What follows belongs to an exercise in optimizing a design on an open flow for small area, a short achievable clock period and few clock cycles per item; a production flow would make more cautious choices. No run shown here included a check of the RTL's function; only the layout flow was run.

==> design/flow/constraint.sdc <==
create_clock -name core_clock -period 9.0 [get_ports {clk}]
set_input_delay 1.8000 -clock core_clock [delete_from_list [all_inputs] [get_ports {clk}]]
set_output_delay 1.8000 -clock core_clock [all_outputs]
set_load 0.01 [all_outputs]
==> design/flow/design.v <==
package lpg_pkg;
    localparam logic [2:0] MODE_OFF     = 3'd0;
    localparam logic [2:0] MODE_ON      = 3'd1;
    localparam logic [2:0] MODE_SLOW    = 3'd2;
    localparam logic [2:0] MODE_FAST    = 3'd3;
    localparam logic [2:0] MODE_BREATHE = 3'd4;
    localparam logic [2:0] CFG_MODE      = 3'd0;
    localparam logic [2:0] CFG_SLOW_ON   = 3'd1;
    localparam logic [2:0] CFG_SLOW_OFF  = 3'd2;
    localparam logic [2:0] CFG_FAST_HALF = 3'd3;
    localparam logic [2:0] CFG_INHALE    = 3'd4;
    localparam logic [2:0] CFG_EXHALE    = 3'd5;
    localparam logic [2:0] CFG_PAUSE     = 3'd6;
    localparam logic [15:0] RST_SLOW_ON   = 16'd50;
    localparam logic [15:0] RST_SLOW_OFF  = 16'd2000;
    localparam logic [15:0] RST_FAST_HALF = 16'd100;
    localparam logic [15:0] RST_INHALE    = 16'd2000;
    localparam logic [15:0] RST_EXHALE    = 16'd2500;
    localparam logic [15:0] RST_PAUSE     = 16'd1200;
    localparam logic [1:0] K_ZERO = 2'd0;   
    localparam logic [1:0] K_FULL = 2'd1;   
    localparam logic [1:0] K_KEEP = 2'd2;   
    localparam logic [1:0] K_DIV  = 2'd3;   
endpackage
module lpg_div_step (
    input  logic [16:0] rem_in,
    input  logic [15:0] den,
    input  logic        next_bit,
    output logic        q,
    output logic [16:0] rem_out
);
    logic [17:0] diff;
    logic [15:0] kept;
    assign diff    = {1'b0, rem_in} - {2'b0, den};
    assign q       = !diff[17];
    assign kept    = q ? diff[15:0] : rem_in[15:0];
    assign rem_out = {kept, next_bit};
endmodule
import lpg_pkg::*;
module led_pattern_generator_unit (
    input  logic        clk,
    input  logic        rst_n,
    input  logic        cfg_we,
    input  logic [2:0]  cfg_index,
    input  logic [15:0] cfg_data,
    input  logic        in_valid,
    output logic        in_ready,
    input  logic [31:0] now_ms,
    output logic        out_valid,
    input  logic        out_ready,
    output logic [9:0]  pwm_level,
    output logic [6:0]  brightness_pct
);
    localparam logic [7:0] DIV_CUT = 8'b1111_1111;
    logic [2:0]  mode_reg;
    logic [15:0] slow_on_reg;
    logic [15:0] slow_off_reg;
    logic [15:0] fast_half_reg;
    logic [15:0] inhale_reg;
    logic [15:0] exhale_reg;
    logic [15:0] pause_reg;
    logic        mode_clear;
    always_ff @(posedge clk or negedge rst_n)
    begin
        if (!rst_n) begin
            mode_reg      <= MODE_OFF;
            slow_on_reg   <= RST_SLOW_ON;
            slow_off_reg  <= RST_SLOW_OFF;
            fast_half_reg <= RST_FAST_HALF;
            inhale_reg    <= RST_INHALE;
            exhale_reg    <= RST_EXHALE;
            pause_reg     <= RST_PAUSE;
        end else if (cfg_we) begin
            case (cfg_index)
                CFG_MODE:      mode_reg      <= cfg_data[2:0];
                CFG_SLOW_ON:   slow_on_reg   <= cfg_data;
                CFG_SLOW_OFF:  slow_off_reg  <= cfg_data;
                CFG_FAST_HALF: fast_half_reg <= cfg_data;
                CFG_INHALE:    inhale_reg    <= cfg_data;
                CFG_EXHALE:    exhale_reg    <= cfg_data;
                CFG_PAUSE:     pause_reg     <= cfg_data;
                default:       ;
            endcase
        end
    end
    assign mode_clear = cfg_we && (cfg_index == CFG_MODE) && (cfg_data[2:0] != mode_reg);
    logic [17:0] cycle_reg;       
    always_ff @(posedge clk)
    begin
        cycle_reg <= 18'(inhale_reg) + 18'(exhale_reg) + 18'(pause_reg);
    end
    logic adv;         
    logic skid_v;
    assign adv      = !skid_v;
    assign in_ready = !skid_v;
    logic [31:0] t0;
    logic        v0;
    always_ff @(posedge clk)
    begin
        if (adv) t0 <= now_ms;
    end
    always_ff @(posedge clk or negedge rst_n)
    begin
        if (!rst_n)   v0 <= 1'b0;
        else if (adv) v0 <= in_valid;
    end
    logic [31:0] last_change_reg;    
    logic        lit_reg;            
    logic [17:0] thr;                
    logic        thr_eq;             
    logic [32:0] t_ge_l;             
    logic [33:0] t_cmp;              
    logic        cmp;                
    logic        touch;
    logic [1:0]  kind1;
    always_comb
    begin
        thr_eq = 1'b0;
        case (mode_reg)
            MODE_SLOW: thr = lit_reg ? 18'(slow_on_reg) : 18'(slow_off_reg);
            MODE_FAST: begin
                thr    = 18'(fast_half_reg);
                thr_eq = 1'b1;
            end
            default:   thr = cycle_reg;
        endcase
    end
    assign t_ge_l = {1'b0, t0} - {1'b0, last_change_reg};
    assign t_cmp  = {2'b0, t0} + {2'b0, ~last_change_reg} + {2'b0, ~{14'd0, thr}}
                    + 34'd1 + 34'(thr_eq);
    assign cmp    = t_ge_l[32] ? t_cmp[32] : t_cmp[33];
    always_comb
    begin
        touch = 1'b0;
        kind1 = K_KEEP;
        case (mode_reg)
            MODE_OFF: kind1 = K_ZERO;
            MODE_ON:  kind1 = K_FULL;
            MODE_SLOW, MODE_FAST: begin
                touch = cmp;
                kind1 = (lit_reg ^ cmp) ? K_FULL : K_ZERO;
            end
            MODE_BREATHE: begin
                touch = cmp;
                kind1 = K_DIV;
            end
            default: ;
        endcase
    end
    always_ff @(posedge clk or negedge rst_n)
    begin
        if (!rst_n) begin
            last_change_reg <= '0;
        end else if (adv && v0 && touch) begin
            last_change_reg <= t0;
        end
    end
    always_ff @(posedge clk or negedge rst_n)
    begin
        if (!rst_n) begin
            lit_reg <= 1'b0;
        end else if (mode_clear) begin
            lit_reg <= 1'b0;
        end else if (adv && v0 && ((mode_reg == MODE_SLOW) || (mode_reg == MODE_FAST))) begin
            lit_reg <= lit_reg ^ touch;
        end
    end
    logic [18:0] e_lo;
    logic [19:0] p_lo;
    logic        below_inh;          
    logic [15:0] x1;                 
    assign e_lo      = {1'b0, t0[17:0]} + {1'b0, ~last_change_reg[17:0]} + 19'd1;
    assign p_lo      = {2'b0, t0[17:0]} + {2'b0, ~last_change_reg[17:0]} + {4'hF, ~inhale_reg}
                       + 20'd2;
    assign below_inh = e_lo[18] ? (p_lo[19:18] == 2'b00) : (p_lo[19:18] == 2'b11);
    assign x1        = below_inh ? e_lo[15:0] : p_lo[15:0];
    logic [15:0] x1_reg;
    logic        below_inh1;
    logic        big1;               
    logic        restart1;
    logic [1:0]  kind1_reg;
    logic        v1;
    always_ff @(posedge clk)
    begin
        if (adv) begin
            x1_reg     <= x1;
            below_inh1 <= below_inh;
            big1       <= (p_lo[17:16] != 2'b00);
            restart1   <= cmp;
            kind1_reg  <= kind1;
        end
    end
    always_ff @(posedge clk or negedge rst_n)
    begin
        if (!rst_n)   v1 <= 1'b0;
        else if (adv) v1 <= v0;
    end
    logic        below_ramps;
    logic [15:0] d2;
    logic [23:0] num2;
    logic [1:0]  kind2;
    assign below_ramps = below_inh1 || (!big1 && (x1_reg < exhale_reg));
    assign d2          = below_inh1 ? inhale_reg : exhale_reg;
    assign num2        = (24'(x1_reg) << 7) + (24'(x1_reg) << 6) + (24'(x1_reg) << 3)
                         + 24'(d2) - 24'(!below_inh1);
    always_comb
    begin
        kind2 = kind1_reg;
        if (kind1_reg == K_DIV) begin
            if (restart1) begin
                if (inhale_reg != 16'd0)      kind2 = K_ZERO;
                else if (exhale_reg != 16'd0) kind2 = K_FULL;
                else                          kind2 = K_KEEP;
            end else if (!below_ramps) begin
                kind2 = K_KEEP;
            end
        end
    end
    logic [16:0] rem_a  [8];
    logic [23:0] num_a  [8];
    logic [6:0]  quo_a  [8];
    logic        sel_a  [8];
    logic [1:0]  kind_a [8];
    logic        v_a    [8];
    logic [16:0] rem_b  [8];
    logic [23:0] num_b  [8];
    logic [6:0]  quo_b  [8];
    logic        sel_b  [8];
    logic [1:0]  kind_b [8];
    logic        v_b    [8];
    assign rem_a[0]  = '0;
    assign num_a[0]  = num2;
    assign quo_a[0]  = '0;
    assign sel_a[0]  = below_inh1;
    assign kind_a[0] = kind2;
    assign v_a[0]    = v1;
    for (genvar j = 0; j < 8; j++) begin : g_bnd
        if (DIV_CUT[j]) begin : g_reg
            always_ff @(posedge clk)
            begin
                if (adv) begin
                    if (j != 0) rem_b[j] <= rem_a[j];
                    num_b[j]  <= num_a[j];
                    quo_b[j]  <= quo_a[j];
                    sel_b[j]  <= sel_a[j];
                    kind_b[j] <= kind_a[j];
                end
            end
            if (j == 0) begin : g_r0
                assign rem_b[j] = num_b[j][23:7];
            end
            always_ff @(posedge clk or negedge rst_n)
            begin
                if (!rst_n)   v_b[j] <= 1'b0;
                else if (adv) v_b[j] <= v_a[j];
            end
        end else begin : g_wire
            assign rem_b[j]  = (j == 0) ? num_a[j][23:7] : rem_a[j];
            assign num_b[j]  = num_a[j];
            assign quo_b[j]  = quo_a[j];
            assign sel_b[j]  = sel_a[j];
            assign kind_b[j] = kind_a[j];
            assign v_b[j]    = v_a[j];
        end
    end
    for (genvar j = 0; j < 7; j++) begin : g_step
        logic [15:0] den;
        logic        qbit;
        assign den = sel_b[j] ? inhale_reg : exhale_reg;
        lpg_div_step u_step (
            .rem_in   (rem_b[j]),
            .den      (den),
            .next_bit ((j < 6) ? num_b[j][6 - j] : 1'b0),
            .q        (qbit),
            .rem_out  (rem_a[j + 1])
        );
        always_comb
        begin
            quo_a[j + 1]         = quo_b[j];
            quo_a[j + 1][6 - j]  = qbit;
        end
        assign num_a[j + 1]  = num_b[j];
        assign sel_a[j + 1]  = sel_b[j];
        assign kind_a[j + 1] = kind_b[j];
        assign v_a[j + 1]    = v_b[j];
    end
    logic [6:0]  quo_f;
    logic [6:0]  br_sel;
    logic [6:0]  br_fin;
    logic [6:0]  br_reg;     
    logic        v7;
    assign quo_f = quo_b[7];
    assign v7    = v_b[7];
    always_comb
    begin
        case (kind_b[7])
            K_ZERO:  br_sel = 7'd0;
            K_FULL:  br_sel = 7'd100;
            K_KEEP:  br_sel = br_reg;
            default: br_sel = sel_b[7] ? quo_f : (7'd100 - quo_f);
        endcase
        br_fin = ((mode_reg == MODE_BREATHE) && (br_sel < 7'd10)) ? 7'd10 : br_sel;
    end
    always_ff @(posedge clk or negedge rst_n)
    begin
        if (!rst_n) begin
            br_reg <= '0;
        end else if (mode_clear) begin
            br_reg <= '0;
        end else if (adv && v7) begin
            br_reg <= br_fin;
        end
    end
    logic [6:0]  skid_br;
    logic [6:0]  out_br_next;
    logic [9:0]  pwm_lut;
    logic [9:0]  pwm_reg;
    logic [6:0]  pct_reg;
    logic        out_valid_reg;
    logic        out_free;
    assign out_free    = !out_valid_reg || out_ready;
    assign out_br_next = skid_v ? skid_br : br_fin;
    always_comb
    begin
        case (out_br_next)
            7'd0: pwm_lut = 10'd1023;
            7'd1: pwm_lut = 10'd1023;
            7'd2: pwm_lut = 10'd1023;
            7'd3: pwm_lut = 10'd1023;
            7'd4: pwm_lut = 10'd1023;
            7'd5: pwm_lut = 10'd1023;
            7'd6: pwm_lut = 10'd1023;
            7'd7: pwm_lut = 10'd1023;
            7'd8: pwm_lut = 10'd1023;
            7'd9: pwm_lut = 10'd1023;
            7'd10: pwm_lut = 10'd1022;
            7'd11: pwm_lut = 10'd1022;
            7'd12: pwm_lut = 10'd1022;
            7'd13: pwm_lut = 10'd1022;
            7'd14: pwm_lut = 10'd1022;
            7'd15: pwm_lut = 10'd1022;
            7'd16: pwm_lut = 10'd1021;
            7'd17: pwm_lut = 10'd1021;
            7'd18: pwm_lut = 10'd1021;
            7'd19: pwm_lut = 10'd1021;
            7'd20: pwm_lut = 10'd1020;
            7'd21: pwm_lut = 10'd1020;
            7'd22: pwm_lut = 10'd1020;
            7'd23: pwm_lut = 10'd1020;
            7'd24: pwm_lut = 10'd1019;
            7'd25: pwm_lut = 10'd1019;
            7'd26: pwm_lut = 10'd1018;
            7'd27: pwm_lut = 10'd1018;
            7'd28: pwm_lut = 10'd1018;
            7'd29: pwm_lut = 10'd1017;
            7'd30: pwm_lut = 10'd1016;
            7'd31: pwm_lut = 10'd1016;
            7'd32: pwm_lut = 10'd1015;
            7'd33: pwm_lut = 10'd1015;
            7'd34: pwm_lut = 10'd1014;
            7'd35: pwm_lut = 10'd1013;
            7'd36: pwm_lut = 10'd1012;
            7'd37: pwm_lut = 10'd1012;
            7'd38: pwm_lut = 10'd1011;
            7'd39: pwm_lut = 10'd1010;
            7'd40: pwm_lut = 10'd1008;
            7'd41: pwm_lut = 10'd1007;
            7'd42: pwm_lut = 10'd1006;
            7'd43: pwm_lut = 10'd1005;
            7'd44: pwm_lut = 10'd1003;
            7'd45: pwm_lut = 10'd1002;
            7'd46: pwm_lut = 10'd1000;
            7'd47: pwm_lut = 10'd999;
            7'd48: pwm_lut = 10'd997;
            7'd49: pwm_lut = 10'd995;
            7'd50: pwm_lut = 10'd992;
            7'd51: pwm_lut = 10'd990;
            7'd52: pwm_lut = 10'd988;
            7'd53: pwm_lut = 10'd985;
            7'd54: pwm_lut = 10'd982;
            7'd55: pwm_lut = 10'd979;
            7'd56: pwm_lut = 10'd976;
            7'd57: pwm_lut = 10'd973;
            7'd58: pwm_lut = 10'd969;
            7'd59: pwm_lut = 10'd965;
            7'd60: pwm_lut = 10'd960;
            7'd61: pwm_lut = 10'd956;
            7'd62: pwm_lut = 10'd951;
            7'd63: pwm_lut = 10'd946;
            7'd64: pwm_lut = 10'd940;
            7'd65: pwm_lut = 10'd934;
            7'd66: pwm_lut = 10'd927;
            7'd67: pwm_lut = 10'd921;
            7'd68: pwm_lut = 10'd913;
            7'd69: pwm_lut = 10'd905;
            7'd70: pwm_lut = 10'd896;
            7'd71: pwm_lut = 10'd887;
            7'd72: pwm_lut = 10'd877;
            7'd73: pwm_lut = 10'd867;
            7'd74: pwm_lut = 10'd856;
            7'd75: pwm_lut = 10'd843;
            7'd76: pwm_lut = 10'd830;
            7'd77: pwm_lut = 10'd817;
            7'd78: pwm_lut = 10'd802;
            7'd79: pwm_lut = 10'd786;
            7'd80: pwm_lut = 10'd768;
            7'd81: pwm_lut = 10'd750;
            7'd82: pwm_lut = 10'd730;
            7'd83: pwm_lut = 10'd709;
            7'd84: pwm_lut = 10'd687;
            7'd85: pwm_lut = 10'd662;
            7'd86: pwm_lut = 10'd636;
            7'd87: pwm_lut = 10'd609;
            7'd88: pwm_lut = 10'd579;
            7'd89: pwm_lut = 10'd547;
            7'd90: pwm_lut = 10'd512;
            7'd91: pwm_lut = 10'd476;
            7'd92: pwm_lut = 10'd436;
            7'd93: pwm_lut = 10'd394;
            7'd94: pwm_lut = 10'd349;
            7'd95: pwm_lut = 10'd300;
            7'd96: pwm_lut = 10'd248;
            7'd97: pwm_lut = 10'd193;
            7'd98: pwm_lut = 10'd133;
            7'd99: pwm_lut = 10'd69;
            7'd100: pwm_lut = 10'd0;
            default: pwm_lut = 10'd1023;
        endcase
    end
    always_ff @(posedge clk or negedge rst_n)
    begin
        if (!rst_n) begin
            out_valid_reg <= 1'b0;
            skid_v        <= 1'b0;
        end else if (skid_v) begin
            if (out_free) begin
                out_valid_reg <= 1'b1;
                skid_v        <= 1'b0;
            end
        end else if (v7) begin
            if (out_free) begin
                out_valid_reg <= 1'b1;
            end else begin
                skid_v        <= 1'b1;
            end
        end else if (out_ready) begin
            out_valid_reg <= 1'b0;
        end
    end
    always_ff @(posedge clk)
    begin
        if (!skid_v && v7 && !out_free) skid_br <= br_fin;
        if ((skid_v || v7) && out_free) begin
            pwm_reg <= pwm_lut;
            pct_reg <= out_br_next;
        end
    end
    assign out_valid      = out_valid_reg;
    assign pwm_level      = pwm_reg;
    assign brightness_pct = pct_reg;
endmodule
==> design/flow/config.mk <==
export PLATFORM = sky130hd
export DESIGN_NAME = led_pattern_generator_unit
export DESIGN_NICKNAME = led_pattern_generator_unit
export VERILOG_FILES = /design/flow/design.v
export SDC_FILE = /design/flow/constraint.sdc
export NUM_CORES = 4
export LEC_CHECK = 0
export CAP_MARGIN = 20
export CORE_MARGIN = 2
export CORE_UTILIZATION = 40
export SETUP_SLACK_MARGIN = 5
export SLEW_MARGIN = 20
==> design/flow/run.sh <==
#!/bin/bash
# synth_recipe.tcl (not shown) runs the flow's synth.tcl, then flattens the netlist and writes it again
# the make line also repeats each setting of config.mk as NAME=value (left out here)
make -C /OpenROAD-flow-scripts/flow DESIGN_CONFIG=/design/flow/config.mk WORK_HOME=/design/flow/orfs CLKGATE_MAP_FILE= SYNTH_SCRIPT=/design/flow/synth_recipe.tcl finish
==> results.tsv, run 1 <==
metric	value	unit
max reg flops	102	
full die area	0.0794	mm²
EDFF count, synth	269	
Tot GR Track Use	0.215	
routability cong.	0.896	
CP max stage delay	0.50	ns
post-DP HPWL	59000	µm
unrepaired setup endpoints after global routing	yes	
Hold WS	0.414	ns
pin count of the biggest net entering global routing	80	
I/O pin cnt	75	
Crit. End Element	flip-flop	
DIE WIDTH	282	µm
Post-DP Area	0.0326	mm²
TritonCTS clock tree	yes	
top cell type's share of synthesized area	0.262	
Sink Count	438	
clk_skew	0.0173	ns
outcome	timing/DRC/antenna clean	
setup_tns	0	ns
Initial Util	0.405	
storage element area	0.0123	mm²
Crit Path Max Fanout	7	
Pins Over Slew Limit	0	
Period Utilization, post-route	0.459	
core area	0.0762	mm²
area occupied by multi-input gates	0.0178	mm²
WL per Instance	20.6	µm
# rows	101	
Yosys reg bits	438	
top_reg_cell synth	edfxtp_1	
Clock Tree Buf Depth	3	
fillers	6842	
Area Growth Syn to Fin	17.7	%
grt ovf	0	
CTS H-tree lvls	2	
sequential share of the synthesized area	0.397	
post-route cell area	0.0363	mm²
Slew HR	0.285	
Detail Route Antenna Nets	0	
antenna violations before repair	0	
CP startpoint kind	flip-flop	
initial drt markers	1637	
router iterations before antenna repair	5	
# DRC	0	
area of the mapped netlist	0.0309	mm²
Mapped Nets	3369	
vias	22947	
worst-skew pair later-pin latency	0.61	ns
library cells used by synthesis	86	
worst hold path class	flip-flop to flip-flop	
minimum clock period	4.13	ns
WP data arrival	4.46	ns
Max Cap Viol	0	
ANT cells	0	
yosys warns	25	
Routed WL	85600	µm
root buf cell	clkbuf_16	
Synth Area per Inst	10.6	µm²
Core Util, Final	0.477	
Slowest-stage cell, CP	dfrtp_4	
Setup Viol. Count Final	0	
layout net count	3529	
CTS buffer count	52	
vias per cell	5.53	
critical path cell sequence	buf_12 -> mux2i_1 -> nor2_1 -> a21oi_1 -> nor2_1 -> a21oi_2 -> fa_1 -> ha_4 -> and4_4 -> a2111oi_4 -> o21ai_1 -> o21ba_4 -> o21ai_4 -> a211o_1 -> buf_4 -> buf_4 -> nand4_1 -> o221ai_2	
vias in the first global route	23188	
Max Fclk	242	MHz
Mapped Cells	2917	
synth top area cells	edfxtp_1 26%, ha_1 13%, dfrtp_1 10%	
Port Buffers	74	
CP required	9.33	ns
first-pass GRT wire length	132000	µm
layout cells sized above 1	0.179	
Die Ht	282	µm
Post-synth ARST share	0.345	
measured slew at the worst slew-check pin	1.07	ns
Final Hold Fails	0	
Clock transition at path regs	0.06	ns
Synth area leader	edfxtp_1	
critical path class	flip-flop to flip-flop	
## metal layers
| layer | vias up | part of all wire | global-route usage |
|---|---|---|---|
| met4 | 0 | 0.037 | 0.0824 |
| met2 | 597 | 0.47 | 0.358 |
| met1 | 11341 | 0.44 | 0.279 |
| met5 | - | 0 | 0 |
| li1 | 10850 | - | - |
| met3 | 159 | 0.052 | 0.0361 |
## area by class of cell
type / count / share of cell area
Clock inverter: 35 / 0.0117
Tap cell: 1030 / 0.0355
Clock buffer: 63 / 0.0383
Inverter: 279 / 0.0295
Sequential cell: 438 / 0.338
Timing Repair Buffer: 214 / 0.0570
Timing Repair inverter: 2 / 0.000482
Multi-Input combinational cell: 2090 / 0.489
## worst paths after layout
kind                                        from                               to  slack (ns)  cells after the start
max reg2reg                  lit_reg$_DFFE_PN0P_           kind1_reg[0]$_DFFE_PN_        4.87                     18
min reg2reg                num_a[5][1]$_DFFE_PN_            num_a[6][1]$_DFFE_PN_        0.41                      0
min in group asynchronous                  rst_n  last_change_reg[23]$_DFFE_PN0P_        1.20                      1
max in group asynchronous                  rst_n                 skid_v$_DFF_PN0_        6.49                      2
max                          lit_reg$_DFFE_PN0P_           kind1_reg[0]$_DFFE_PN_        4.87                     18
min                        num_a[5][1]$_DFFE_PN_            num_a[6][1]$_DFFE_PN_        0.41                      0
## cells in the mapped netlist, drive strengths merged, types with 6 or more instances
master	instances
dfstp	27
edfxtp	269
o21ai	182
dfxtp	18
clkbuf	90
and2	16
xor2	44
nor3	61
buf	23
a21o	53
nand3b	7
nand2b	25
o2111ai	6
ha	315
a31oi	20
a21oi	147
and3	14
o21ba	6
xnor2	74
a211o	7
o31ai	24
a2111oi	9
a21boi	12
or3	25
fa	81
a311oi	14
nand2	183
nor2b	22
a31o	11
nand4	16
inv	276
o211ai	15
nor4	12
o21a	51
or2	6
mux2i	168
a211oi	23
nor2	159
nand3	53
o21bai	10
mux2	154
dfrtp	124
## cells by family after synthesis
group,count (synthesis),synth area share
flops,438,0.397
fa+ha+maj,396,0.180
compound gates,637,0.133
buf+inv,392,0.0500
mux,322,0.112
xor+xnor,118,0.0335
simple gates,614,0.0940
## worst max-delay path: cells and delay by family (launching register included)
| kind | cells | cell delay (ns) |
|---|---|---|
| AO/OA/AOI/OAI | 8 | 1.54 |
| AND/OR/NAND/NOR | 4 | 0.50 |
| flip-flops | 1 | 0.50 |
| multiplexers | 1 | 0.14 |
| adder cells (fa/ha/maj) | 2 | 0.74 |
| buffers and inverters | 3 | 0.45 |
## layout by cell type (no fill, tap or decap), types with 25 or more instances in the layout
| cell type | Yosys | final |
|---|---|---|
| a21o_1 | 53 | 53 |
| a21oi_1 | 146 | 120 |
| a21oi_2 | 1 | 27 |
| buf_4 | 3 | 107 |
| clkbuf_16 | 0 | 52 |
| clkdlybuf4s50_1 | 0 | 73 |
| dfrtp_1 | 124 | 115 |
| edfxtp_1 | 269 | 269 |
| fa_1 | 81 | 78 |
| ha_1 | 315 | 291 |
| inv_1 | 276 | 268 |
| mux2_2 | 142 | 142 |
| mux2i_1 | 168 | 164 |
| nand2_1 | 183 | 183 |
| nand2b_1 | 25 | 25 |
| nand3_1 | 52 | 52 |
| nor2_1 | 158 | 157 |
| nor3_1 | 61 | 59 |
| o21a_1 | 51 | 50 |
| o21ai_0 | 174 | 161 |
| xnor2_1 | 74 | 74 |
| xor2_1 | 44 | 44 |
## repair_timing
item	4_1_cts	5_1_grt
buffers inserted	71	39
hold buffers	0	0
gates cloned	7	1
setup endpoints to repair	171	89
pin swaps	40	43
resized for setup	110	73
endpoints found under the hold margin	0	0
## per-stage QoR
step	instances	worst slack (ns)
final	4151	4.87
after floorplan	2917	5.02
after CTS	4108	4.92
after global placement	3931	3.35
after detailed placement	3932	3.66
after global routing	4151	4.69
==> run 2: changes to the inputs <==
==> design/flow/flow/run.sh (new file) <==
#!/bin/bash
# The standard layout, with timing repair aiming at a 3 ns clock (setup margin 6 ns).
set -euo pipefail
bash standard.sh SETUP_SLACK_MARGIN=6 finish > standard_flow.log 2>&1
==> design/flow/standard.sh (new file) <==
#!/bin/bash
# synth_recipe.tcl (not shown) runs the flow's synth.tcl, then flattens the netlist and writes it again
# the make line also repeats each setting of config.mk as NAME=value (left out here)
make -C /OpenROAD-flow-scripts/flow DESIGN_CONFIG=/design/flow/config.mk WORK_HOME=/design/flow/orfs CLKGATE_MAP_FILE= SYNTH_SCRIPT=/design/flow/synth_recipe.tcl "${@:-finish}"
removed: design/flow/run.sh
==> results.tsv, run 2 <==
metric	value	unit
outcome	timing/DRC/antenna clean	
I/O pin cnt	75	
Initial Util	0.405	
Crit. End Element	flip-flop	
critical path class	flip-flop to flip-flop	
minimum clock period	4.08	ns
EDFF count, synth	269	
root buf cell	clkbuf_16	
initial drt markers	1853	
grt ovf	0	
count leader, synth	ha_1	
sequential share of the synthesized area	0.397	
Crit Path Max Fanout	7	
Synth Area per Inst	10.6	µm²
vias in the first global route	24837	
Max Fclk	245	MHz
max reg flops	102	
Max Cap Viol	0	
Mapped Cells	2917	
unrepaired setup endpoints after global routing	yes	
worst hold path startpoint	num_a[4][1]$_DFFE_PN_	
setup ws final	4.92	ns
DIE WIDTH	282	µm
area of the mapped netlist	0.0309	mm²
commonest non-fill, non-tap cell in the layout	edfxtp_1	
synth top area cells	edfxtp_1 26%, ha_1 13%, dfrtp_1 10%	
measured slew at the worst slew-check pin	0.997	ns
Setup Viol. Count Final	0	
reg2reg path depth	18	
full die area	0.0794	mm²
core area	0.0762	mm²
Reg-to-Reg End	last_change_reg[8]$_DFFE_PN0P_	
vias	24315	
# DRC	0	
Synth area leader	edfxtp_1	
first-pass GRT wire length	145000	µm
Routed WL	95200	µm
Sink Count	438	
worst-skew pair later-pin latency	0.62	ns
CTS H-tree lvls	2	
worst hold path class	flip-flop to flip-flop	
pin count of the biggest net entering global routing	80	
CTS buffer count	52	
Core Util, Final	0.530	
Post-synth ARST share	0.345	
pre-CTS setup slack	3.91	ns
Worst Hold Endpoint	num_a[5][1]$_DFFE_PN_	
CP required	9.49	ns
commonest cells after routing, fill and taps aside	269 x edfxtp_1, 264 x ha_1, 245 x inv_1	
Pins Over Slew Limit	0	
WP data arrival	4.58	ns
Clock transition at path regs	0.06	ns
Final Hold Fails	0	
ANT cells	0	
worst flop-to-flop path startpoint	lit_reg$_DFFE_PN0P_	
CP startpoint kind	flip-flop	
clk_skew	0.0212	ns
antenna violations before repair	1	
Detail Route Antenna Nets	0	
post-DP HPWL	61100	µm
vias per cell	5.59	
r2r setup slk	4.92	ns
top cell type's share of synthesized area	0.262	
Area Growth Syn to Fin	30.8	%
routability cong.	0.859	
Yosys reg bits	438	
router iterations before antenna repair	6	
# rows	101	
hold buffer count at cts	0	
Slew HR	0.335	
WL per Instance	21.9	µm
TritonCTS clock tree	yes	
setup_tns	0	ns
Mapped Nets	3369	
Die Ht	282	µm
layout net count	3729	
Hold Path Depth	0	
Commonest cells post-synth	315 x ha_1, 276 x inv_1, 269 x edfxtp_1, 183 x nand2_1, 174 x o21ai_0	
yosys warns	25	
top_reg_cell synth	edfxtp_1	
layout cells sized above 1	0.315	
Clock Tree Buf Depth	3	
library cells used by synthesis	86	
Port Buffers	74	
Tot GR Track Use	0.237	
Period Utilization, post-route	0.454	
[run 2: cell counts after synthesis]
No cell type changed its count.
[run 2: worst max-delay path, cell delays in order, from the launching register on]
cell and delay (ns):
dfrtp_4 0.55, buf_6 0.17, mux2i_1 0.14, nor2_1 0.05, a21oi_1 0.12, nor2_1 0.06, a21oi_2 0.14, fa_1 0.47
ha_4 0.26, a21oi_4 0.14, a21boi_4 0.07, a2111oi_4 0.31, o21ai_1 0.09, o21ba_4 0.25, o21ai_4 0.06, a211oi_4 0.30
nand3_4 0.24, buf_12 0.22, mux2_4 0.29
[run 2: logic make-up after synthesis]
group	share of synthesized area
flip-flops	0.397
XOR/XNOR	0.0335
AO/OA/AOI/OAI	0.133
multiplexers	0.112
AND/OR/NAND/NOR	0.0940
buffers and inverters	0.0500
adder cells (fa/ha/maj)	0.180
[run 2: area by class of cell]
type                       instances  area (µm²)
clock buffer                      68        1520
clock inverter                    30         378
fill                            6429       35800
inverter                         279        1140
multi-input combinational       2091       19500
sequential                       438       12300
tap                             1030        1290
timing repair buffer             412        4180
timing repair inverter             3        48.8
[run 2: worst max path at each step]
stage,start,end,slack [ns],depth (start not counted)
after floorplan,lit_reg$_DFFE_PN0P_,last_change_reg[14]$_DFFE_PN0P_,5.09,18
after global placement,lit_reg$_DFFE_PN0P_,last_change_reg[14]$_DFFE_PN0P_,3.98,17
after detailed placement,lit_reg$_DFFE_PN0P_,last_change_reg[6]$_DFFE_PN0P_,3.91,17
after CTS,lit_reg$_DFFE_PN0P_,last_change_reg[8]$_DFFE_PN0P_,4.96,18
after global routing,lit_reg$_DFFE_PN0P_,last_change_reg[8]$_DFFE_PN0P_,4.70,17
final,lit_reg$_DFFE_PN0P_,last_change_reg[8]$_DFFE_PN0P_,4.92,18
[run 2: timing repair]
action,4_1_cts,5_1_grt
cloned,21,0
gates resized for setup,465,240
buffers inserted,231,59
pin swaps,190,133
endpoints found under the setup margin,362,218
[run 2: per-stage QoR]
step	area, µm²	cells	hold WS [ns]
global placement	33300	3940	0.405
finish	40400	4351	0.419
global route	40400	4351	0.425
floorplan	31900	2917	0.400
detailed placement	33300	3942	0.405
CTS	39000	4292	0.420
[run 2: layer usage]
| layer | vias up | global-route usage | part of all wire | routed length (µm) |
|---|---|---|---|---|
| li1 | 11251 | - | - | - |
| met1 | 12162 | 0.308 | 0.42 | 40300 |
| met2 | 721 | 0.406 | 0.49 | 46700 |
| met3 | 179 | 0.0275 | 0.052 | 4930 |
| met4 | 2 | 0.0851 | 0.035 | 3310 |
| met5 | - | 0 | 0.00013 | 12 |
==> run 3: changes to the inputs <==
--- a/design/flow/config.mk
+++ b/design/flow/config.mk
@@ -7,2 +7,3 @@
 export LEC_CHECK = 0
+export ABC_AREA = 1
 export CAP_MARGIN = 20
==> results.tsv, run 3 <==
metric	value	unit
outcome	timing/DRC/antenna clean	
setup_tns	0	ns
Mapped Cells	3465	
Synth area leader	edfxtp_1	
vias	25783	
library cells used by synthesis	55	
DIE WIDTH	279	µm
Final Hold Fails	0	
Clock Tree Buf Depth	3	
top cell type's share of synthesized area	0.267	
Setup Viol. Count Final	0	
# DRC	0	
area of the mapped netlist	0.0303	mm²
count leader, synth	nand2_1	
synth top area cells	edfxtp_1 27%, ha_1 13%, dfrtp_1 10%	
worst-skew pair later-pin latency	0.61	ns
CP startpoint kind	flip-flop	
Mapped Nets	3917	
# rows	100	
initial drt markers	2052	
layout cells sized above 1	0.264	
Max Cap Viol	0	
Tot GR Track Use	0.228	
ANT cells	0	
minimum clock period	3.60	ns
post-DP HPWL	57800	µm
max reg flops	102	
Crit Path Max Fanout	8	
Clock transition at path regs	0.06	ns
unrepaired setup endpoints after global routing	yes	
Initial Util	0.405	
yosys warns	25	
grt ovf	0	
first-pass GRT wire length	139000	µm
measured slew at the worst slew-check pin	1.14	ns
Hold WS	0.396	ns
Area Growth Syn to Fin	31.5	%
clk_skew	0.0372	ns
full die area	0.0779	mm²
WL per Instance	19.2	µm
Slew HR	0.238	
Post-synth ARST share	0.345	
I/O pin cnt	75	
Die Ht	279	µm
vias per cell	5.35	
antenna violations before repair	0	
Core Util, Final	0.533	
sequential share of the synthesized area	0.405	
fillers	6482	
root buf cell	clkbuf_16	
commonest non-fill, non-tap cell in the layout	nand2_1	
top_reg_cell synth	edfxtp_1	
core area	0.0747	mm²
Synth Area per Inst	8.73	µm²
CTS buffer count	50	
Pins Over Slew Limit	0	
EDFF count, synth	269	
critical path class	flip-flop to flip-flop	
Crit. End Element	flip-flop	
commonest cells after routing, fill and taps aside	642 x nand2_1, 370 x inv_1, 273 x o21ai_0	
Routed WL	92500	µm
Detail Route Antenna Nets	0	
vias in the first global route	24760	
WP data arrival	4.10	ns
TritonCTS clock tree	yes	
Period Utilization, post-route	0.400	
routability cong.	0.908	
Yosys reg bits	438	
Sink Count	438	
Port Buffers	74	
router iterations before antenna repair	6	
CP required	9.50	ns
CTS H-tree lvls	2	
layout net count	4260	
Commonest cells post-synth	729 x nand2_1, 398 x inv_1, 371 x o21ai_0, 315 x ha_1, 269 x edfxtp_1	
worst hold path class	flip-flop to flip-flop	
Max Fclk	278	MHz
pin count of the biggest net entering global routing	157	
[run 3: changes by cell type after synthesis, sizes merged, moves of 49 or more]
cell,delta
mux2,-154
nand3,+69
o21ai,+236
inv,+128
nand2,+566
nor2,+50
mux2i,-168
o21a,-49
a21oi,+122
[run 3: worst paths after layout]
check | startpoint | endpoint | slack [ns] | depth (start not counted)
min in group asynchronous | rst_n | last_change_reg[29]$_DFFE_PN0P_ | 1.24 | 1
min | num_a[4][1]$_DFFE_PN_ | num_a[5][1]$_DFFE_PN_ | 0.40 | 0
max | mode_reg[1]$_DFFE_PN0P_ | last_change_reg[27]$_DFFE_PN0P_ | 5.40 | 23
min reg2reg | num_a[4][1]$_DFFE_PN_ | num_a[5][1]$_DFFE_PN_ | 0.40 | 0
max reg2reg | mode_reg[1]$_DFFE_PN0P_ | last_change_reg[27]$_DFFE_PN0P_ | 5.40 | 23
max in group asynchronous | rst_n | lit_reg$_DFFE_PN0P_ | 6.49 | 2
[run 3: routing by layer]
layer / wire length [µm] / up-vias / GRT usage
met4: 3760 / 0 / 0.0873
met1: 39100 / 12365 / 0.304
met3: 7080 / 190 / 0.0506
met2: 42600 / 790 / 0.363
met5: 0 / - / 0
li1: - / 12438 / -
[run 3: area by class of cell]
cell class,instances,area [µm²],area share
clock buffer,70,1470,0.0370
clock inverter,23,175,0.00440
inverter,422,1830,0.0460
multi-input combinational,2518,19200,0.484
sequential,438,12300,0.309
tap,969,1210,0.0305
timing repair buffer,367,3420,0.0861
timing repair inverter,11,130,0.00327
[run 3: per-stage QoR]
step                instance area (µm²)  worst slack [ns]  cells
global placement                  32100              4.37   4420
floorplan                         30500              5.56   3465
detailed placement                32100              4.30   4420
finish                            39800              5.40   4818
global route                      39800              5.20   4818
CTS                               37200              5.45   4725
[run 3: logic make-up (layout without fill, tap and decap cells)]
family / after synthesis / count (layout) / synth area share
adder cells (fa/ha/maj): 396 / 396 / 0.184
XOR/XNOR: 132 / 132 / 0.0382
buffers and inverters: 525 / 893 / 0.0674
AO/OA/AOI/OAI: 808 / 811 / 0.145
AND/OR/NAND/NOR: 1166 / 1179 / 0.161
flip-flops: 438 / 438 / 0.405
[run 3: timing repair]
| item | CTS | global route |
|---|---|---|
| resized for setup | 526 | 419 |
| cloned | 24 | 6 |
| pin swaps | 129 | 154 |
| endpoints found under the setup margin | 319 | 268 |
| hold buffers | 0 | 0 |
| setup buffers | 188 | 87 |
[run 3: critical path, cell delays in order, from the launching register on]
cell      delay (ns)
dfrtp_1         0.39
inv_4           0.05
nor2_4          0.17
inv_4           0.07
nor2_4          0.12
buf_6           0.17
clkinv_8        0.11
o221ai_2        0.15
fa_1            0.48
ha_4            0.24
a21oi_2         0.11
o21bai_1        0.08
a21o_1          0.16
a21oi_1         0.11
nand2_1         0.07
nand2_1         0.07
nand2_2         0.06
nor2_4          0.15
nand3_4         0.17
nand2_8         0.17
buf_12          0.12
nand2_8         0.08
nand2_1         0.10
o21ai_1         0.06
==> run 4: changes to the inputs <==
--- a/design/flow/design.v
+++ b/design/flow/design.v
@@ -53,3 +53,3 @@
 );
-    localparam logic [7:0] DIV_CUT = 8'b1111_1111;
+    localparam logic [7:0] DIV_CUT = 8'b0111_1111;
     logic [2:0]  mode_reg;
@@ -62,2 +62,5 @@
     logic        mode_clear;
+    logic        is_slow;        
+    logic        is_fast;
+    logic        is_breathe;
     always_ff @(posedge clk or negedge rst_n)
@@ -85,2 +88,14 @@
     end
+    always_ff @(posedge clk or negedge rst_n)
+    begin
+        if (!rst_n) begin
+            is_slow    <= 1'b0;
+            is_fast    <= 1'b0;
+            is_breathe <= 1'b0;
+        end else if (cfg_we && (cfg_index == CFG_MODE)) begin
+            is_slow    <= (cfg_data[2:0] == MODE_SLOW);
+            is_fast    <= (cfg_data[2:0] == MODE_FAST);
+            is_breathe <= (cfg_data[2:0] == MODE_BREATHE);
+        end
+    end
     assign mode_clear = cfg_we && (cfg_index == CFG_MODE) && (cfg_data[2:0] != mode_reg);
@@ -110,4 +125,6 @@
     logic        thr_eq;             
-    logic [32:0] t_ge_l;             
-    logic [33:0] t_cmp;              
+    logic [18:0] e_lo;               
+    logic [13:0] t0_hi_m1;           
+    logic        e_hi_zero;          
+    logic [19:0] c_lo;               
     logic        cmp;                
@@ -115,18 +132,12 @@
     logic [1:0]  kind1;
-    always_comb
-    begin
-        thr_eq = 1'b0;
-        case (mode_reg)
-            MODE_SLOW: thr = lit_reg ? 18'(slow_on_reg) : 18'(slow_off_reg);
-            MODE_FAST: begin
-                thr    = 18'(fast_half_reg);
-                thr_eq = 1'b1;
-            end
-            default:   thr = cycle_reg;
-        endcase
-    end
-    assign t_ge_l = {1'b0, t0} - {1'b0, last_change_reg};
-    assign t_cmp  = {2'b0, t0} + {2'b0, ~last_change_reg} + {2'b0, ~{14'd0, thr}}
-                    + 34'd1 + 34'(thr_eq);
-    assign cmp    = t_ge_l[32] ? t_cmp[32] : t_cmp[33];
+    assign thr_eq = is_fast;
+    assign thr    = is_slow ? (lit_reg ? 18'(slow_on_reg) : 18'(slow_off_reg)) :
+                    is_fast ? 18'(fast_half_reg) : cycle_reg;
+    assign e_lo      = {1'b0, t0[17:0]} + {1'b0, ~last_change_reg[17:0]} + 19'd1;
+    assign t0_hi_m1  = t0[31:18] - 14'd1;
+    assign e_hi_zero = e_lo[18] ? (t0[31:18] == last_change_reg[31:18])
+                                : (t0_hi_m1 == last_change_reg[31:18]);
+    assign c_lo      = {2'b0, t0[17:0]} + {2'b0, ~last_change_reg[17:0]} + {2'b11, ~thr}
+                       + 20'd1 + 20'(thr_eq);
+    assign cmp       = !e_hi_zero || (e_lo[18] ? (c_lo[19:18] == 2'b01) : (c_lo[19:18] == 2'b00));
     always_comb
@@ -139,3 +150,2 @@
             MODE_SLOW, MODE_FAST: begin
-                touch = cmp;
                 kind1 = (lit_reg ^ cmp) ? K_FULL : K_ZERO;
@@ -143,3 +153,2 @@
             MODE_BREATHE: begin
-                touch = cmp;
                 kind1 = K_DIV;
@@ -148,2 +157,3 @@
         endcase
+        touch = (is_slow || is_fast || is_breathe) && cmp;
     end
@@ -163,3 +173,3 @@
             lit_reg <= 1'b0;
-        end else if (adv && v0 && ((mode_reg == MODE_SLOW) || (mode_reg == MODE_FAST))) begin
+        end else if (adv && v0 && (is_slow || is_fast)) begin
             lit_reg <= lit_reg ^ touch;
@@ -167,3 +177,2 @@
     end
-    logic [18:0] e_lo;
     logic [19:0] p_lo;
@@ -171,3 +180,2 @@
     logic [15:0] x1;                 
-    assign e_lo      = {1'b0, t0[17:0]} + {1'b0, ~last_change_reg[17:0]} + 19'd1;
     assign p_lo      = {2'b0, t0[17:0]} + {2'b0, ~last_change_reg[17:0]} + {4'hF, ~inhale_reg}
@@ -195,3 +203,3 @@
         if (!rst_n)   v1 <= 1'b0;
-        else if (adv) v1 <= v0;
+        else if (adv) v1 <= v0 && is_breathe;
     end
@@ -287,2 +295,18 @@
     logic [6:0]  quo_f;
+    logic        sel_f;
+    logic [1:0]  kind_f;
+    logic        v7;
+    always_ff @(posedge clk)
+    begin
+        if (adv) begin
+            quo_f  <= quo_a[7];
+            sel_f  <= sel_a[7];
+            kind_f <= is_breathe ? kind_a[7] : kind1;
+        end
+    end
+    always_ff @(posedge clk or negedge rst_n)
+    begin
+        if (!rst_n)   v7 <= 1'b0;
+        else if (adv) v7 <= is_breathe ? v_a[7] : v0;
+    end
     logic [6:0]  br_sel;
@@ -290,8 +314,5 @@
     logic [6:0]  br_reg;     
-    logic        v7;
-    assign quo_f = quo_b[7];
-    assign v7    = v_b[7];
     always_comb
     begin
-        case (kind_b[7])
+        case (kind_f)
             K_ZERO:  br_sel = 7'd0;
@@ -299,5 +320,5 @@
             K_KEEP:  br_sel = br_reg;
-            default: br_sel = sel_b[7] ? quo_f : (7'd100 - quo_f);
+            default: br_sel = sel_f ? quo_f : (7'd100 - quo_f);
         endcase
-        br_fin = ((mode_reg == MODE_BREATHE) && (br_sel < 7'd10)) ? 7'd10 : br_sel;
+        br_fin = (is_breathe && (br_sel < 7'd10)) ? 7'd10 : br_sel;
     end
@@ -313,3 +334,2 @@
     end
-    logic [6:0]  skid_br;
     logic [6:0]  out_br_next;
@@ -321,3 +341,3 @@
     assign out_free    = !out_valid_reg || out_ready;
-    assign out_br_next = skid_v ? skid_br : br_fin;
+    assign out_br_next = skid_v ? br_reg : br_fin;
     always_comb
@@ -451,3 +471,2 @@
     begin
-        if (!skid_v && v7 && !out_free) skid_br <= br_fin;
         if ((skid_v || v7) && out_free) begin
==> design/flow/run.sh (new file) <==
#!/bin/bash
# synth_recipe.tcl (not shown) runs the flow's synth.tcl, then flattens the netlist and writes it again
# the make line also repeats each setting of config.mk as NAME=value (left out here)
make -C /OpenROAD-flow-scripts/flow DESIGN_CONFIG=/design/flow/config.mk WORK_HOME=/design/flow/orfs CLKGATE_MAP_FILE= SYNTH_SCRIPT=/design/flow/synth_recipe.tcl finish
removed: design/flow/flow/run.sh
removed: design/flow/standard.sh
==> results.tsv, run 4 <==
metric	value	unit
DIE WIDTH	277	µm
Clock transition at path regs	0.06	ns
Pins Over Slew Limit	0	
Final Hold Fails	0	
Crit path top cell by count	buf_4	
top_reg_cell synth	edfxtp_1	
count leader, synth	nand2_1	
family with the most delay on the worst path	buffers and inverters	
CTS H-tree lvls	2	
vias per cell	5.29	
# DRC	0	
CP startpoint kind	flip-flop	
commonest cells after routing, fill and taps aside	740 x nand2_1, 333 x inv_1, 328 x o21ai_0	
library cells used by synthesis	62	
# rows	100	
Hold Path Depth	0	
grt ovf	0	
critical path class	flip-flop to flip-flop	
r2r setup slk	4.79	ns
unrepaired setup endpoints after global routing	yes	
CP max stage delay	0.43	ns
I/O pin cnt	75	
clk_skew	0.0243	ns
Mapped Cells	3484	
first-pass GRT wire length	128000	µm
Setup Viol. Count Final	0	
Routed WL	82500	µm
vias	24576	
synth top area cells	edfxtp_1 26%, ha_1 13%, dfrtp_1 11%	
minimum clock period	4.21	ns
hold buffer count at cts	0	
GR peak layer	met2	
max reg flops	102	
Crit Path Max Fanout	4	
Period Utilization, post-route	0.468	
met2 global-route usage	0.346	
Slew HR	0.230	
Area Growth Syn to Fin	20.2	%
worst hold path startpoint	num_a[6][1]$_DFFE_PN_	
ANT cells	0	
area occupied by multi-input gates	0.0173	mm²
Post-synth ARST share	0.355	
Tot GR Track Use	0.209	
Slowest-stage cell, CP	edfxtp_1	
CP bufs+invs	10	
Synth Area per Inst	8.55	µm²
worst hold path class	flip-flop to flip-flop	
TritonCTS clock tree	yes	
commonest non-fill, non-tap cell in the layout	nand2_1	
router iterations before antenna repair	5	
Crit. End Element	flip-flop	
Core Util, Final	0.483	
setup_tns	0	ns
storage element area	0.0121	mm²
crit path from	t0[8]$_DFFE_PN_	
reg2reg path depth	26	
measured slew at the worst slew-check pin	1.16	ns
CTS buffer count	51	
Max Fclk	237	MHz
Initial Util	0.402	
CP required	9.37	ns
layout cells sized above 1	0.145	
Worst Hold Endpoint	rem_b[6][0]$_DFFE_PN_	
WL per Instance	17.8	µm
Max Cap Viol	0	
initial drt markers	1978	
Die Ht	277	µm
Synth area leader	edfxtp_1	
CP Depth	26	
top cell type's share of synthesized area	0.264	
core area	0.0741	mm²
outcome	timing/DRC/antenna clean	
fillers	6915	
Detail Route Antenna Nets	0	
yosys warns	37	
GRT met1 Usage	0.274	
antenna violations before repair	0	
Port Buffers	74	
vias in the first global route	23525	
layout net count	4038	
Reg-to-Reg End	x1_reg[15]$_DFFE_PN_	
worst-skew pair later-pin latency	0.62	ns
Clock Tree Buf Depth	3	
EDFF count, synth	262	
pin count of the biggest net entering global routing	197	
sequential share of the synthesized area	0.407	
Mapped Nets	3889	
routability cong.	0.907	
root buf cell	clkbuf_16	
Yosys reg bits	434	
full die area	0.0767	mm²
WP data arrival	4.58	ns
Commonest cells post-synth	793 x nand2_1, 355 x o21ai_0, 350 x inv_1, 299 x ha_1, 285 x a21oi_1	
met3 usage	0.0295	
worst flop-to-flop path startpoint	t0[8]$_DFFE_PN_	
post-DP HPWL	55900	µm
area of the mapped netlist	0.0298	mm²
Sink Count	434	
==> run 4: layer usage <==
layer	routed length [µm]	part of all wire	up-vias
li1	-	-	12150
met1	35800	0.43	11593
met2	38900	0.47	671
met3	4510	0.055	162
met4	3280	0.040	0
met5	0	0	-
==> run 4: how the worst max path moves through the flow <==
stage	end	slack, ns
2_1_floorplan	x1_reg[8]$_DFFE_PN_	5.04
3_3_place_gp	last_change_reg[25]$_DFFE_PN0P_	4.10
3_5_place_dp	last_change_reg[23]$_DFFE_PN0P_	4.03
4_1_cts	last_change_reg[23]$_DFFE_PN0P_	4.82
5_1_grt	x1_reg[1]$_DFFE_PN_	4.64
6_report	x1_reg[15]$_DFFE_PN_	4.79
==> run 4: kinds of logic after synthesis <==
logic type	share of synthesized area
simple gates	0.177
compound gates	0.144
buf+inv	0.0644
flops	0.407
fa+ha+maj	0.159
xor+xnor	0.0482
mux	0.00113
==> run 4: worst register-to-register path, cell delays in order, from the launching register on <==
cell	delay, ns
edfxtp_1	0.43
ha_4	0.32
buf_6	0.11
nand2_4	0.07
nor2_4	0.10
inv_2	0.06
nor3_4	0.20
a211oi_2	0.11
o21ai_2	0.18
xor2_2	0.22
buf_4	0.16
ha_4	0.19
ha_4	0.25
a21oi_2	0.16
o21ai_2	0.07
a21oi_2	0.12
nand2_2	0.08
buf_4	0.13
buf_4	0.12
buf_4	0.12
buf_4	0.12
buf_4	0.12
buf_4	0.12
buf_4	0.12
xor2_1	0.16
nand2_1	0.08
nand2_1	0.05
==> run 4: per-stage QoR <==
stage / hold slack [ns] / worst slack (ns) / area (µm²) / std cells
2_1_floorplan: 0.400 / 5.04 / 29800 / 3484
3_3_place_gp: 0.401 / 4.10 / 31400 / 4432
3_5_place_dp: 0.405 / 4.03 / 31400 / 4432
4_1_cts: 0.410 / 4.82 / 34800 / 4603
5_1_grt: 0.421 / 4.64 / 35800 / 4645
6_report: 0.403 / 4.79 / 35800 / 4645
==> run 4: cell type report <==
type	count	area share
multi-input cells	2573	0.483
flip-flops and latches	434	0.339
inverters	372	0.0409
repair inverters	1	0.000315
repair buffers	200	0.0528
clock buffers	65	0.0395
well taps	969	0.0339
clock inverters	31	0.0105
==> run 4: timing repair <==
item,4_1_cts,5_1_grt
gates resized for setup,207,146
pin swaps,88,62
buffers inserted,63,38
endpoints found under the setup margin,142,144
cloned,12,3
==> run 5: changes to the inputs <==
==> design/flow/flow/run.sh (new file) <==
#!/bin/bash
# The standard layout, with timing repair aiming at a 3 ns clock (setup margin 6 ns).
set -euo pipefail
bash standard.sh SETUP_SLACK_MARGIN=6 finish > standard_flow.log 2>&1
==> design/flow/standard.sh (new file) <==
#!/bin/bash
# synth_recipe.tcl (not shown) runs the flow's synth.tcl, then flattens the netlist and writes it again
# the make line also repeats each setting of config.mk as NAME=value (left out here)
make -C /OpenROAD-flow-scripts/flow DESIGN_CONFIG=/design/flow/config.mk WORK_HOME=/design/flow/orfs CLKGATE_MAP_FILE= SYNTH_SCRIPT=/design/flow/synth_recipe.tcl "${@:-finish}"
removed: design/flow/run.sh
==> results.tsv, run 5 <==
metric	value	unit
Crit path top cell by count	nand2_1	
Die Ht	277	µm
initial drt markers	2086	
top_reg_cell synth	edfxtp_1	
xor/xnor share of the synthesized area	0.0482	
WL per Instance	19.5	µm
post-DP HPWL	56300	µm
count leader, synth	nand2_1	
# rows	100	
Sink Count	434	
sequential share of the synthesized area	0.407	
yosys warns	37	
GR peak layer	met2	
Synth Area per Inst	8.55	µm²
Port Buffers	74	
EDFF count, synth	262	
Post-synth ARST share	0.355	
commonest cells after routing, fill and taps aside	652 x nand2_1, 304 x inv_1, 269 x buf_4	
Initial Util	0.402	
CP max stage delay	0.46	ns
core area	0.0741	mm²
critical path cell sequence	ha_4 -> nand2_1 -> nor2_1 -> inv_1 -> nor3_2 -> nand2_1 -> nand3_1 -> xor2_2 -> ha_1 -> ha_4 -> a21o_1 -> a31oi_1 -> o21bai_1 -> a21oi_2 -> nand2_1 -> nand4_1 -> nand3b_1 -> nand2_4 -> nand3_4 -> nand4_1 -> nand2_1	
root buf cell	clkbuf_16	
first-pass GRT wire length	144000	µm
vias per cell	5.45	
max reg flops	102	
vias in the first global route	25551	
vias	26889	
Worst Hold Endpoint	rem_b[1][0]$_DFFE_PN_	
critical path class	flip-flop to flip-flop	
Pins Over Slew Limit	0	
commonest non-fill, non-tap cell in the layout	nand2_1	
synth top area cells	edfxtp_1 26%, ha_1 13%, dfrtp_1 11%	
r2r setup slk	4.68	ns
Mapped Nets	3889	
DIE WIDTH	277	µm
I/O pin cnt	75	
simple logic cell fraction of the synthesized area	0.177	
worst-skew pair later-pin latency	0.64	ns
CTS H-tree lvls	2	
Yosys reg bits	434	
unrepaired setup endpoints after global routing	yes	
antenna violations before repair	0	
Detail Route Antenna Nets	0	
router iterations before antenna repair	5	
area of the mapped netlist	0.0298	mm²
Area Growth Syn to Fin	38.3	%
setup_tns	0	ns
full die area	0.0767	mm²
Crit. End Element	flip-flop	
met3 usage	0.0368	
minimum clock period	4.32	ns
Slew HR	0.326	
routability cong.	0.886	
Commonest cells post-synth	793 x nand2_1, 355 x o21ai_0, 350 x inv_1, 299 x ha_1, 285 x a21oi_1	
CP required	9.34	ns
Mapped Cells	3484	
pin count of the biggest net entering global routing	167	
Period Utilization, post-route	0.480	
layout net count	4323	
met2 global-route usage	0.392	
Clock Tree Buf Depth	3	
clk_skew	0.0633	ns
WP data arrival	4.66	ns
family with the most delay on the worst path	simple AND/OR/NAND/NOR gates	
worst flop-to-flop path startpoint	t0[9]$_DFFE_PN_	
Synth area leader	edfxtp_1	
Slowest-stage cell, CP	edfxtp_1	
Max Fclk	231	MHz
Crit Path Max Fanout	6	
largest family of logic cells by synthesized area	simple AND/OR/NAND/NOR gates	
# DRC	0	
layout cells sized above 1	0.329	
worst hold path class	flip-flop to flip-flop	
Setup Viol. Count Final	0	
reg2reg path depth	21	
TritonCTS clock tree	yes	
library cells used by synthesis	62	
Clock transition at path regs	0.06	ns
measured slew at the worst slew-check pin	1.01	ns
CP bufs+invs	1	
outcome	timing/DRC/antenna clean	
top cell type's share of synthesized area	0.264	
Hold Path Depth	0	
GRT met1 Usage	0.313	
CTS buffer count	51	
CP startpoint kind	flip-flop	
worst hold path startpoint	num_b[0][6]$_DFFE_PN_	
Final Hold Fails	0	
hold buffer count at cts	0	
adder-cell share of the synthesized area	0.159	
ANT cells	0	
post-synthesis mux area share	0.00113	
Max Cap Viol	0	
Core Util, Final	0.556	
Tot GR Track Use	0.237	
Reg-to-Reg End	x1_reg[13]$_DFFE_PN_	
Routed WL	96300	µm
complex-gate fraction of the synthesized area	0.144	
grt ovf	0	
run 5: cell counts after synthesis:
No cell type changed its count.
run 5: final cells by class:
cell class | instances | area (µm²)
Inverter | 372 | 1530
Multi-Input combinational cell | 2587 | 20100
Clock inverter | 27 | 333
Timing Repair inverter | 3 | 26.3
Sequential cell | 434 | 12200
Timing Repair Buffer | 469 | 4400
Tap cell | 969 | 1210
Fill cell | 6316 | 32900
Clock buffer | 69 | 1450
run 5: worst max path at each step:
stage / from / end / slack (ns) / cells past startpoint
6_report: t0[9]$_DFFE_PN_ / x1_reg[13]$_DFFE_PN_ / 4.68 / 21
5_1_grt: t0[6]$_DFFE_PN_ / x1_reg[6]$_DFFE_PN_ / 4.52 / 26
4_1_cts: last_change_reg[0]$_DFFE_PN0P_ / kind_f[0]$_DFFE_PN_ / 4.66 / 26
3_5_place_dp: t0[10]$_DFFE_PN_ / last_change_reg[23]$_DFFE_PN0P_ / 4.07 / 23
3_3_place_gp: t0[3]$_DFFE_PN_ / last_change_reg[25]$_DFFE_PN0P_ / 4.11 / 24
2_1_floorplan: t0[11]$_DFFE_PN_ / x1_reg[8]$_DFFE_PN_ / 5.24 / 27
run 5: what timing repair did:
action                                  4_1_cts  5_1_grt
pin swaps                                   170      250
cloned                                       33        2
setup buffers                               255      115
endpoints found under the setup margin      250      221
resized for setup                           584      563
run 5: metal layers:
layer  wire [µm]  share of wire
met3        6230          0.065
met5           0              0
met1       40300           0.42
met4        4330          0.045
met2       45400           0.47
run 5: metrics by stage:
step           instance area (µm²)  std cells  hold slack [ns]  setup WS (ns)
5_1_grt                      41200       4930            0.399           4.52
6_report                     41200       4930            0.390           4.68
3_5_place_dp                 31800       4429            0.405           4.07
3_3_place_gp                 31800       4429            0.401           4.11
4_1_cts                      38000       4813            0.386           4.66
2_1_floorplan                30300       3484            0.400           5.24
run 5: kinds of logic after synthesis:
logic type / count (synthesis)
buf+inv: 489
flops: 434
mux: 3
fa+ha+maj: 349
compound gates: 782
xor+xnor: 164
simple gates: 1263

-- what the ideal ports hide --
The results above use ideal ports. As a check the final layouts listed here were re-extracted and re-timed, cells and wires unchanged. Step 1: set_driving_cell puts a clkbuf_16 on clk and a buf_2 on each other input, an assumption about the parent block. Step 2 also shifts input and output timing later by t, the mid clock arrival at the registers, as if the neighbouring blocks saw the same clock. Three values: no drivers, after step 1, after step 2; two values: the first two.
run	t, ns	setup WS [ns]	clock arrival spread, ns
run 1	0.665	4.868 / 4.868 / 4.868	0.020 / 0.021
run 2	0.677	4.917 / 4.917 / 4.917	0.023 / 0.022
run 3	0.655	5.398 / 5.398 / 5.398	0.037 / 0.037
run 4	0.679	4.789 / 4.789 / 4.626	0.025 / 0.025
run 5	0.676	4.676 / 4.676 / 4.676	0.065 / 0.065
After both steps every run listed still meets setup and hold. The setup slack of run 4, which loses most, moves by 0.000 ns with the drivers and by -0.163 ns with both steps.
